This design comes from an exercise in tuning for small area on the open sky130 flow, not from production work. The RTL was checked by simulation tests, not by an equivalence proof against the original design. No activity file was given, so power comes from the tool's default toggle rates.

Setup of red:
Design bubble_pool, start of the top module:
module bubble_pool
#(
   parameter int NUM_SLOTS = 8,
   parameter int MAX_SIZE  = 3,
   parameter int BASE_DIAM = 8,
   parameter int SCREEN_W  = 640,
   parameter int FLOOR_Y   = 440,
   parameter int X_SPEED   = 2,
   parameter int GRAVITY   = 1
)(
   input  logic                          clk,
   input  logic                          reset,
   input  logic                          startOfFrame,
   input  logic                          spawn_valid,
   output logic                          spawn_ready,
   input  logic [2:0]                    spawn_size,
   input  logic [10:0]                   spawn_x,
   input  logic [10:0]                   spawn_y,
   input  logic                          spawn_dir,
   input  logic                          hit_valid,
   input  logic [$clog2(NUM_SLOTS)-1:0]  hit_slot,
   input  logic [10:0]                   pixelX,
   input  logic [10:0]                   pixelY,
   output logic                          drawingRequest,
   output logic [$clog2(NUM_SLOTS)-1:0]  drawSlot,
   output logic [2:0]                    drawSize,
   output logic [10:0]                   offsetX,
   output logic [10:0]                   offsetY,
   output logic [$clog2(NUM_SLOTS):0]    activeCount,
   output logic                          split,
   output logic                          allCleared
);
clock: 10.0 ns
lec_check: 0
cap_margin: 20
core_margin: 2
core_utilization: 40
slew_margin: 20
cts_args: -sink_clustering_enable -repair_clock_nets -dont_use_dummy_load -buf_list sky130_fd_sc_hd__clkbuf_8 -sink_clustering_size 16 -sink_clustering_max_diameter 60
skip_repair_tie_fanout: 1
buffer_ports_args: -buffer_cell sky130_fd_sc_hd__buf_1
standard.sh (not shown) runs the stock make flow with config.mk's settings and CLKGATE_MAP_FILE= SYNTH_SCRIPT=/design/flow/synth_recipe.tcl, a recipe that flattens the netlist after the stock synthesis.
==> flow/flow/run.sh <==
#!/bin/bash
# Layout flow: the standard ORFS flow (standard.sh) with these changes to how the layout
# is built:
#  - synthesis is the standard one (synth_recipe.tcl), but ABC maps the logic with the
#    area-oriented script flow/abc_area.script (read through a scripts folder that is ORFS's
#    own, file for file, except for that script);
#  - clock tree synthesis without dummy load cells;
#  - the smallest buffer for the port buffers.
# Each tool's output goes to a log in this folder (synth.log, standard.log); ORFS also keeps
# its per-step logs under orfs/logs/.
set -euo pipefail
work=$(pwd)
mkdir -p scripts_abc
for f in "$FLOW_HOME"/scripts/*; do
  ln -s "$f" scripts_abc/
done
rm scripts_abc/abc_speed.script
cp flow/abc_area.script scripts_abc/abc_speed.script
cat >> config.mk <<'EOC'
export CTS_ARGS = -sink_clustering_enable -repair_clock_nets -dont_use_dummy_load -buf_list sky130_fd_sc_hd__clkbuf_8 -sink_clustering_size 16 -sink_clustering_max_diameter 60
export SKIP_REPAIR_TIE_FANOUT = 1
export BUFFER_PORTS_ARGS = -buffer_cell sky130_fd_sc_hd__buf_1
EOC
bash standard.sh SCRIPTS_DIR="$work/scripts_abc" synth > synth.log 2>&1
bash standard.sh > standard.log 2>&1
==> flow/flow/abc_area.script <==
strash
dch
amap
strash
dch
amap
strash
dch
amap
topo
stime -c
red: full flow OK, the timing, design-rule and antenna checks passed
Inputs modified between red and purple:
--- a/flow/design.v
+++ b/flow/design.v
@@ -6,29 +6,27 @@
    input  logic [NUM_SLOTS*2-1:0]         sizes,
    input  logic [NUM_SLOTS*11-1:0]        xns,
    input  logic [NUM_SLOTS*11-1:0]        yns,
    input  logic [10:0]                    px,
    input  logic [10:0]                    py,
    output logic                           hit,
    output logic [$clog2(NUM_SLOTS)-1:0]   slot,
    output logic [1:0]                     size,
    output logic [5:0]                     off_x,
    output logic [5:0]                     off_y
 );
    localparam int SW = $clog2(NUM_SLOTS);
-   function automatic logic [11:0] sub(input logic [10:0] p, input logic [10:0] qm);
-      logic [10:0] qn;
-      logic        c;
-      qn = {qm[10:6], ~qm[5:3], qm[2:0]};    
-      c  = 1'b1;
+   function automatic logic [11:0] sub(input logic [10:0] p, input logic [10:0] qn);
+      logic c;
+      c = 1'b1;
       for (int k = 0; k < 11; k++) begin
          sub[k] = p[k] ^ qn[k] ^ c;
          c      = (p[k] && qn[k]) || (p[k] && c) || (qn[k] && c);
       end
       sub[11] = c;
    endfunction
    function automatic logic ok(input logic [11:0] t, input logic [1:0] s);
       ok = t[11] && (t[10:6] == 5'd0) &&
            (s == 2'd3 || (!t[5] && (s == 2'd2 || (!t[4] && (s == 2'd1 || !t[3])))));
    endfunction
    logic [NUM_SLOTS-1:0] cov, win;
    logic [11:0] tx [NUM_SLOTS];
@@ -94,26 +92,25 @@
    output logic [$clog2(NUM_SLOTS):0]    activeCount,
    output logic                          split,
    output logic                          allCleared
 );
    localparam int N  = 8;
    localparam int SW = 3;
    localparam logic [1:0] S_IDLE   = 2'd0;
    localparam logic [1:0] S_UPDATE = 2'd1;
    localparam logic [1:0] S_SPLIT  = 2'd2;
    localparam logic [1:0] S_DONE   = 2'd3;
    logic [N-1:0]    s_act, s_pend, s_dir;
    logic [N*2-1:0]  s_size;
-   localparam logic [10:0] CPOL = 11'b111_1100_0111;
-   logic [N*11-1:0] s_xn, s_yn;
+   logic [N*11-1:0] s_xn, s_yn;    
    logic [N*6-1:0]  s_vy;
    logic [1:0]  state;
    logic [N-1:0] isel;    
    logic in_idle, in_upd, in_spl, in_done;
    assign in_idle = (state == S_IDLE);
    assign in_upd  = (state == S_UPDATE);
    assign in_spl  = (state == S_SPLIT);
    assign in_done = (state == S_DONE);
    logic [N-1:0] fsel;
    logic         below_full;
    always_comb begin
       below_full = 1'b1;
@@ -130,26 +127,26 @@
       c_act   = 1'b0;
       c_pend  = 1'b0;
       c_dir   = 1'b0;
       c_size  = '0;
       c_x     = '0;
       c_y     = '0;
       c_vy    = '0;
       for (int i = 0; i < N; i++) begin
          c_act   = c_act   | (s_act[i]   & isel[i]);
          c_pend  = c_pend  | (s_pend[i]  & isel[i]);
          c_dir   = c_dir   | (s_dir[i]   & isel[i]);
          c_size  = c_size  | (s_size[i*2 +: 2] & {2{isel[i]}});
-         c_x     = c_x     | ((s_xn[i*11 +: 11] ^ CPOL) & {11{isel[i]}});
-         c_y     = c_y     | ((s_yn[i*11 +: 11] ^ CPOL) & {11{isel[i]}});
+         c_x     = c_x     | (~s_xn[i*11 +: 11] & {11{isel[i]}});
+         c_y     = c_y     | (~s_yn[i*11 +: 11] & {11{isel[i]}});
          c_vy    = c_vy    | (s_vy[i*6 +: 6] & {6{isel[i]}});
       end
    end
    logic s_par;
    assign c_fresh = (c_vy[5:1] == 5'b10000) && (c_vy[0] == s_par);
    logic live, upd_split, do_pop, do_move, advance;
    assign live      = in_upd && c_act && !c_fresh;
    assign upd_split = live && c_pend && (c_size != 2'd0);
    assign do_pop    = live && c_pend && (c_size == 2'd0);
    assign do_move   = live && !c_pend;
    assign advance   = (in_upd && !upd_split) || in_spl;
    assign split       = do_pop || in_spl;
@@ -228,26 +225,26 @@
    assign hit_go = hit_valid && !((in_upd || in_spl) && isel[hit_slot]);
    always_comb begin
       for (int i = 0; i < N; i++) begin
          n_act[i]   = (fsel[i] && alloc_go) || (s_act[i] && !(isel[i] && do_pop));
          n_pend[i]  = !((fsel[i] && alloc_go) || (isel[i] && in_spl)) &&
                       (s_pend[i] || (hit_go && hit_slot == SW'(i)));
       end
    end
    always_ff @(posedge clk) begin
       s_pend  <= n_pend;
       for (int i = 0; i < N; i++) begin
          if ((isel[i] && do_move) || (fsel[i] && alloc_go)) begin
-            s_xn[i*11 +: 11] <= w_x ^ CPOL;
-            s_yn[i*11 +: 11] <= w_y ^ CPOL;
+            s_xn[i*11 +: 11] <= ~w_x;
+            s_yn[i*11 +: 11] <= ~w_y;
          end
          if ((isel[i] && (do_move || in_spl)) || (fsel[i] && alloc_go)) begin
             s_vy[i*6 +: 6] <= w_vy;
             s_dir[i]       <= in_idle ? spawn_dir : (in_upd ? m_dir : fsel[i]);
          end
          if ((isel[i] && in_spl) || (fsel[i] && alloc_go))
             s_size[i*2 +: 2] <= w_size;
       end
    end
    logic       h_hit;
    logic [2:0] h_slot;
    logic [1:0] h_size;
[summary]
Relative to red, routed wire length on met2 has decreased by 3.2% in purple.
[compare] base=red new=purple: design area neither gained nor lost much, area of the multi-input gates lost 0.65%, share of cell area taken by flip-flops and latches neither gained nor lost much.
In the reports for red and purple, the larger count of cells along the worst hold path belongs to red.
Critical path depth in cells in purple is 5 lower than in red
red and purple ended up with nearly the same area of the placeable core.
Sort red and purple by part of the total power dissipated in the clock network, ascending, and red comes first.
purple ends up with a sum of buffers and inverters on the critical path that is 1 lower than in red.
purple against red: area after synthesis roughly the same, setup slack of the critical path after layout higher.

## what the ideal ports hide
The flow's constraints put no driver on any port. The routed layouts listed below were extracted and timed again, unchanged, in two steps. Step 1 sets driving cells, clkbuf_16 on the clock port and buf_2 on the other inputs (assumed; they add their load-dependent delay and slew). Step 2 moves the port delays by t, midway between the first and last clock arrival at a register: inputs arrive t later, outputs are due t later. That takes back most of the time a late clock gives input paths. a / b / c = no drivers / after step 1 / after step 2; a / b = the first two.
| run | t, ns | setup slack, ns | clock arrival spread, ns |
|---|---|---|---|
| red | 0.643 | 0.907 / 0.932 / 0.288 | 0.098 / 0.097 |
| purple | 0.660 | 1.381 / 1.381 / 0.981 | 0.065 / 0.066 |
After both steps setup and hold are still met in every run listed. The setup slack of red, which loses most, moves by +0.025 ns with the drivers and by -0.619 ns with both steps.
